This is an optimization exercise on Yosys and OpenROAD, whose aim is small area, a short achievable clock period and few clock cycles per item, not a production implementation.
Only simulation tests tie the RTL to the original design; equivalence was not proved.
Power is estimated from default activity; no workload was simulated.

### flow/design.v
package sparse_batch_accum_pkg;
  localparam int DATA_W = 8;
  localparam int RES_W  = 32;
  localparam int IDX_W  = 4;
  localparam int BATCH  = 32;
  function automatic int bw(input int v);
    if (v <= 2) begin
      bw = 1;
    end else begin
      bw = $clog2(v);
    end
  endfunction
  typedef enum logic [1:0] {
    ACCUM = 2'd0,
    FLUSH = 2'd1,
    DRAIN = 2'd2
  } state_t;
endpackage
module sparse_mac_stage #(
  parameter int DATA_W = sparse_batch_accum_pkg::DATA_W,
  parameter int RES_W  = sparse_batch_accum_pkg::RES_W,
  parameter int IDX_W  = sparse_batch_accum_pkg::IDX_W
) (
  input  logic              clk,
  input  logic              rst,
  input  logic              accept,
  input  logic [DATA_W-1:0] in_data,
  input  logic [DATA_W-1:0] in_weight,
  input  logic [IDX_W-1:0]  in_idx,
  input  logic [RES_W-1:0]  acc_cur,
  output logic              s1_valid,
  output logic [IDX_W-1:0]  s1_idx,
  output logic [RES_W-1:0]  acc_new
  , output logic            sat
);
  logic signed [2*DATA_W-1:0] prod;
  logic signed [RES_W-1:0]    prod_ext;
  always_ff @(posedge clk or posedge rst) begin
    if (rst) begin
      s1_valid <= 1'b0;
      s1_idx   <= '0;
      prod     <= '0;
    end else begin
      s1_valid <= accept;
      if (accept) begin
        prod   <= $signed(in_data) * $signed(in_weight);
        s1_idx <= in_idx;
      end
    end
  end
  assign prod_ext = RES_W'(prod);
  logic [RES_W:0] wide;
  logic           ovf;
  assign wide = {acc_cur[RES_W-1], acc_cur} + {prod_ext[RES_W-1], prod_ext};
  assign ovf  = (wide[RES_W] != wide[RES_W-1]);
  assign sat  = s1_valid & ovf;
  always_comb begin
    if (ovf) begin
      acc_new = wide[RES_W] ? {1'b1, {(RES_W-1){1'b0}}} : {1'b0, {(RES_W-1){1'b1}}};
    end else begin
      acc_new = wide[RES_W-1:0];
    end
  end
endmodule
module sparse_batch_accum #(
  parameter int DATA_W = sparse_batch_accum_pkg::DATA_W,
  parameter int RES_W  = sparse_batch_accum_pkg::RES_W,
  parameter int IDX_W  = sparse_batch_accum_pkg::IDX_W,
  parameter int BATCH  = sparse_batch_accum_pkg::BATCH
) (
  input  logic              clk,
  input  logic              rst,
  input  logic              in_valid,
  output logic              in_ready,
  input  logic [DATA_W-1:0] in_data,
  input  logic [DATA_W-1:0] in_weight,
  input  logic [IDX_W-1:0]  in_idx,
  input  logic              in_last,
  output logic              out_valid,
  input  logic              out_ready,
  output logic [RES_W-1:0]  out_data,
  output logic [IDX_W-1:0]  out_idx,
  output logic              out_last,
  output logic [sparse_batch_accum_pkg::bw(BATCH+1)-1:0] sample_cnt
  , output logic            sat_flag
);
  localparam int NACC  = 2**IDX_W;
  localparam int CNT_W = sparse_batch_accum_pkg::bw(BATCH+1);
  sparse_batch_accum_pkg::state_t state, state_nxt;
  logic [IDX_W-1:0]   ptr, ptr_nxt;
  logic [CNT_W-1:0]   cnt_nxt;
  logic               in_ready_nxt;
  logic               accept, handshake;
  logic               s1_valid;
  logic [IDX_W-1:0]   s1_idx;
  logic [RES_W-1:0]   acc_new;
  logic [RES_W-1:0]   acc [NACC];
  assign accept    = in_valid & in_ready;
  assign handshake = out_valid & out_ready;
  assign out_valid = (state == sparse_batch_accum_pkg::DRAIN);
  assign out_data  = out_valid ? acc[ptr] : '0;
  assign out_idx   = out_valid ? ptr : '0;
  assign out_last  = out_valid & (&ptr);
  logic sat;
  sparse_mac_stage #(.DATA_W(DATA_W), .RES_W(RES_W), .IDX_W(IDX_W)) u_mac (
    .clk(clk), .rst(rst), .accept(accept),
    .in_data(in_data), .in_weight(in_weight), .in_idx(in_idx),
    .acc_cur(acc[s1_idx]), .s1_valid(s1_valid), .s1_idx(s1_idx),
    .acc_new(acc_new), .sat(sat)
  );
  always_ff @(posedge clk or posedge rst) begin
    if (rst) begin
      sat_flag <= 1'b0;
    end else if (handshake && out_last) begin
      sat_flag <= 1'b0;
    end else begin
      sat_flag <= sat_flag | sat;
    end
  end
  always_comb begin
    state_nxt = state;
    ptr_nxt   = ptr;
    cnt_nxt   = sample_cnt;
    case (state)
      sparse_batch_accum_pkg::ACCUM: begin
        if (accept && in_last) begin
          cnt_nxt = sample_cnt + 1'b1;
          if (cnt_nxt == CNT_W'(BATCH)) begin
            state_nxt = sparse_batch_accum_pkg::FLUSH;
          end
        end
      end
      sparse_batch_accum_pkg::FLUSH: begin
        if (!s1_valid) begin
          state_nxt = sparse_batch_accum_pkg::DRAIN;
          ptr_nxt   = '0;
        end
      end
      sparse_batch_accum_pkg::DRAIN: begin
        if (out_ready) begin
          ptr_nxt = ptr + 1'b1;
          if (&ptr) begin
            state_nxt = sparse_batch_accum_pkg::ACCUM;
            cnt_nxt   = '0;
          end
        end
      end
      default: begin
        state_nxt = sparse_batch_accum_pkg::ACCUM;
      end
    endcase
    in_ready_nxt = (state_nxt == sparse_batch_accum_pkg::ACCUM);
  end
  always_ff @(posedge clk or posedge rst) begin
    if (rst) begin
      state      <= sparse_batch_accum_pkg::ACCUM;
      ptr        <= '0;
      sample_cnt <= '0;
      in_ready   <= 1'b0;
    end else begin
      state      <= state_nxt;
      ptr        <= ptr_nxt;
      sample_cnt <= cnt_nxt;
      in_ready   <= in_ready_nxt;
    end
  end
  always_ff @(posedge clk or posedge rst) begin
    if (rst) begin
      for (int i = 0; i < NACC; i++) begin
        acc[i] <= '0;
      end
    end else begin
      if (s1_valid) begin
        acc[s1_idx] <= acc_new;
      end
      if (handshake) begin
        acc[ptr] <= '0;
      end
    end
  end
endmodule
### flow/run.sh
#!/bin/bash
# synth_recipe.tcl (not shown) runs the flow's synth.tcl, then flattens the netlist and writes it again
# the make line also repeats each setting of config.mk as NAME=value (left out here)
make -C /OpenROAD-flow-scripts/flow DESIGN_CONFIG=/design/flow/config.mk WORK_HOME=/design/flow/orfs CLKGATE_MAP_FILE= SYNTH_SCRIPT=/design/flow/synth_recipe.tcl finish
### flow/config.mk
export PLATFORM = sky130hd
export DESIGN_NAME = sparse_batch_accum
export DESIGN_NICKNAME = sparse_batch_accum
export VERILOG_FILES = /design/flow/design.v
export SDC_FILE = /design/flow/constraint.sdc
export NUM_CORES = 4
export LEC_CHECK = 0
export CAP_MARGIN = 20
export CORE_MARGIN = 2
export CORE_UTILIZATION = 40
export SLEW_MARGIN = 20
### flow/constraint.sdc
create_clock -name core_clock -period 8.0 [get_ports {clk}]
set_input_delay 1.6000 -clock core_clock [delete_from_list [all_inputs] [get_ports {clk}]]
set_output_delay 1.6000 -clock core_clock [all_outputs]
set_load 0.01 [all_outputs]
==> summary.txt <==
Outcome
  – Status: timing/DRC/antenna clean

Layout
  – FF/Latch Area: 13700 sq um
  – Layout cells sized above 1: 0.100
  – Final nets: 3313
  – Util after Layout: 0.452
  – Filler instances: 7284
  – Area of the multi-input gates: 15900 sq um
  – Layout area overhead: 12.3%

Clock network
  – Hold Buf Count CTS: 0
  – Clock transition at path regs: 60 ps
  – Cts repair resizes: 0
  – Post-CTS setup buffer count: 0
  – H-tree depth: 2
  – Root Driver: clkbuf_16
  – Cts bufs inserted: 59
  – Clock Latency Late Sink: 650 ps
  – Sink Count: 547
  – Maximum root-to-sink buffer count: 3
  – CTS tree: yes

Setup path
  – Class of the most critical setup path: reg2reg
  – Setup crit end kind: flop
  – Req. time, crit path: 8570 ps
  – Critical path data arrival time: 7020 ps
  – Crit Path Max Fanout: 17
  – CP startpoint kind: flop

Logic synthesis
  – FF+latch count, synth: 547
  – Ys async rst share: 1.00
  – Leading register cell type out of synthesis: dfrtp_1
  – Synth Area in Compound Gates: 0.341
  – Simple-Gate Fraction of Synth Area: 0.0865
  – Yosys cell types: 58
  – Area share of the largest cell type after synthesis: 0.441
  – Syn Nets: 3411
  – Post-synthesis adder-cell area fraction: 0.0643
  – Seq/Total Area, Yosys: 0.441
  – Number of flops mapped to enable cells by yosys: 0
  – Average cell area after synthesis: 9.52 sq um
  – Most common cell in the netlist: dfrtp_1
  – Post-synth top area cell: dfrtp_1
  – Post-Syn Area: 31000 sq um
  – Combinational family with the most area after synthesis: compound AO/OA/AOI/OAI gates
  – Mapped Cells: 3260
  – Top post-synthesis cells by area: dfrtp_1, a22oi_1, a21oi_1, a22o_1, o21ai_0
  – Synth top cells by count: dfrtp_1, a21oi_1, o21ai_0
  – YS warnings: 4
  – Multiplexer share of the synthesized area: 0.00319
  – Xor-xnor portion of the synthesized cell area: 0.0102

Job
  – Max_cap viols: 0

Power and ir drop
  – Leakage: 0.0141 uW
  – Peak supply drop: 533 uV
  – PwrDens: 513 nW/um^2

Timing
  – Pins Over Slew Limit: 0
  – Fin Clk Skew: 32.0 ps
  – Final Hold Viols: 0
  – Setup TNS: 0 ps
  – RSZ-0062 raised after global routing: false
  – Peak Freq: 155 MHz
  – Tmin final: 6450 ps
  – Final setup violation count: 0
  – Post-route clock period utilization: 0.806
  – Worst-Margin Slew: 1230 ps
  – Headroom to the max-slew limit: 0.178

Route
  – Routed vias/inst: 7.27
  – Drt first pass iters: 8
  – Routed wire length: 146000 um
  – DRC Markers: 0
  – DR iter-0 viols: 5180
  – Vias: 30.9k
  – ANT nets after route: 0
  – Post-DR wirelength/cell: 34.4 um

Place
  – Port Buf Inserts: 70
  – Gpl congestion: 0.962
  – Hpwl dp: 82800 um

Floorplanning
  – Num ports: 71
  – Row cnt: 102
  – DIE WIDTH: 283 um
  – Die ar.: 79800 sq um
  – Initial core utilization: 0.403
  – Core area: 77100 sq um
  – Chip height: 283 um

GRT
  – First-pass GRT wire length: 211000 um
  – Vias in the first global route: 29.7k
  – Antenna violations before repair: 8
  – Gr usage total: 0.365
  – Largest net degree at the start of global routing: 179
  – Gr ovfl total: 0

Worst hold path
  – Hold WC Path Type: reg2reg
[layer usage]
layer / global-route usage / share of wire / wire length, um
met5: 0.00427 / 0.00010 / 15
met4: 0.226 / 0.078 / 11400
met3: 0.165 / 0.16 / 23700
met2: 0.498 / 0.40 / 58200
met1: 0.466 / 0.36 / 53100
[layout make-up]
class | instances | area share
antenna | 5 | 0.000359
clock buffer | 88 | 0.0504
clock inverter | 19 | 0.00675
inverter | 90 | 0.00980
multi-input combinational | 2287 | 0.456
sequential | 547 | 0.393
tap | 1040 | 0.0373
timing repair buffer | 177 | 0.0467
[worst max-delay path: stages (launching register included)]
cell      delay, ps
dfrtp_1         540
nand2_1         310
nor2_4         1010
a22oi_1         150
nand4_1         180
o22a_1          270
ha_1            240
inv_1            70
fa_1            420
nand2b_1        220
a21oi_1         280
o21ai_1         230
o21ai_1         470
a211oi_2        190
a21oi_2         240
buf_4           250
and3_1          990
a22o_1          270
[metrics by stage]
| stage | hold slack (ps) | area, sq um | cells | power, uW | setup slack (ps) |
|---|---|---|---|---|---|
| after floorplan | 455 | 31000 | 3260 | 11500 | -1040 |
| after global placement | 515 | 32800 | 4141 | 14400 | 1810 |
| after detailed placement | 518 | 32800 | 4141 | 14500 | 1750 |
| after CTS | 532 | 34800 | 4248 | 17400 | 2070 |
| after global routing | 546 | 34900 | 4250 | 18700 | 1510 |
| final | 536 | 34900 | 4253 | 17900 | 1550 |
[cells by family after synthesis]
kind of cell,Yosys count
fa+ha+maj,126
flops,547
simple gates,512
compound gates,1604
mux,9
buf+inv,426
xor+xnor,36
[worst paths after layout]
| kind | cells past startpoint | startpoint | slack, ps | end |
|---|---|---|---|---|
| max | 17 | u_mac.s1_idx[3] | 1550 | acc[1][4] |
| min | 1 | acc[5][17] | 540 | acc[5][17] |
| max reg2reg | 17 | u_mac.s1_idx[3] | 1550 | acc[1][4] |
| min reg2reg | 1 | acc[5][17] | 540 | acc[5][17] |
| max in group asynchronous | 3 | rst | 5020 | acc[7][26] |
| min in group asynchronous | 2 | rst | 1480 | acc[0][30] |
[power by group]
part / switching [uW] / internal, uW
Sequential: 1280 / 4140
Combinational: 6560 / 3030
Clock: 1200 / 1670
Total: 9040 / 8830
[registers in the layout, summed over array words and instances (netlist names)]
signal,count
acc,512
in_ready,1
ptr,4
sample_cnt,6
sat_flag,1
state,2
u_mac.prod,16
u_mac.s1_idx,4
u_mac.s1_valid,1
[cell usage in the layout, fill, tap and decap left out, types with 13 or more instances in the layout]
cell | netlist | routed
o22a_1 | 32 | 32
nand3_1 | 59 | 58
a21oi_1 | 421 | 419
dfrtp_1 | 547 | 547
buf_4 | 3 | 97
a221oi_1 | 58 | 58
a22o_1 | 235 | 235
clkdlybuf4s50_1 | 0 | 70
o21ai_0 | 365 | 364
fa_1 | 56 | 56
a22oi_1 | 334 | 334
nand2_1 | 107 | 102
clkbuf_16 | 0 | 61
nor2_1 | 68 | 49
a31oi_1 | 27 | 27
nand2b_1 | 18 | 18
o221a_2 | 29 | 29
and3_1 | 40 | 36
a21oi_2 | 14 | 16
inv_1 | 90 | 89
xnor2_1 | 25 | 25
nand4_1 | 85 | 85
ha_1 | 70 | 69
a211oi_1 | 26 | 26
clkbuf_8 | 0 | 13
and2_2 | 0 | 28
clkbuf_1 | 280 | 14
nor3_1 | 24 | 18
and2_1 | 79 | 52
Testbench counts, summed over its fixed seeds: cycles 5,226, items 4,650.

## separate check: timing with driven ports
The results above use ideal ports. As a check the final layout listed here was re-extracted and re-timed, cells and wires unchanged.
Step 1 assumes that a clkbuf_16 drives the clock port and a buf_2 every other input.
Step 2 adds t to the input delays and takes it off the output delays; t is the mean of the earliest and latest rising clock arrival at the registers after step 1. Input paths then give back, and output paths get back, about the clock's delay inside the block.
a / b / c = no drivers / after step 1 / after step 2; a / b = the first two.
shift t [ns]: 0.700
setup WS [ns]: 1.553 / 1.553 / 1.553
worst slew at a driven data input, ns: 0.05
After both steps this run still meets setup and hold. The setup slack of this run moves by 0.000 ns with the drivers and by 0.000 ns with both steps.
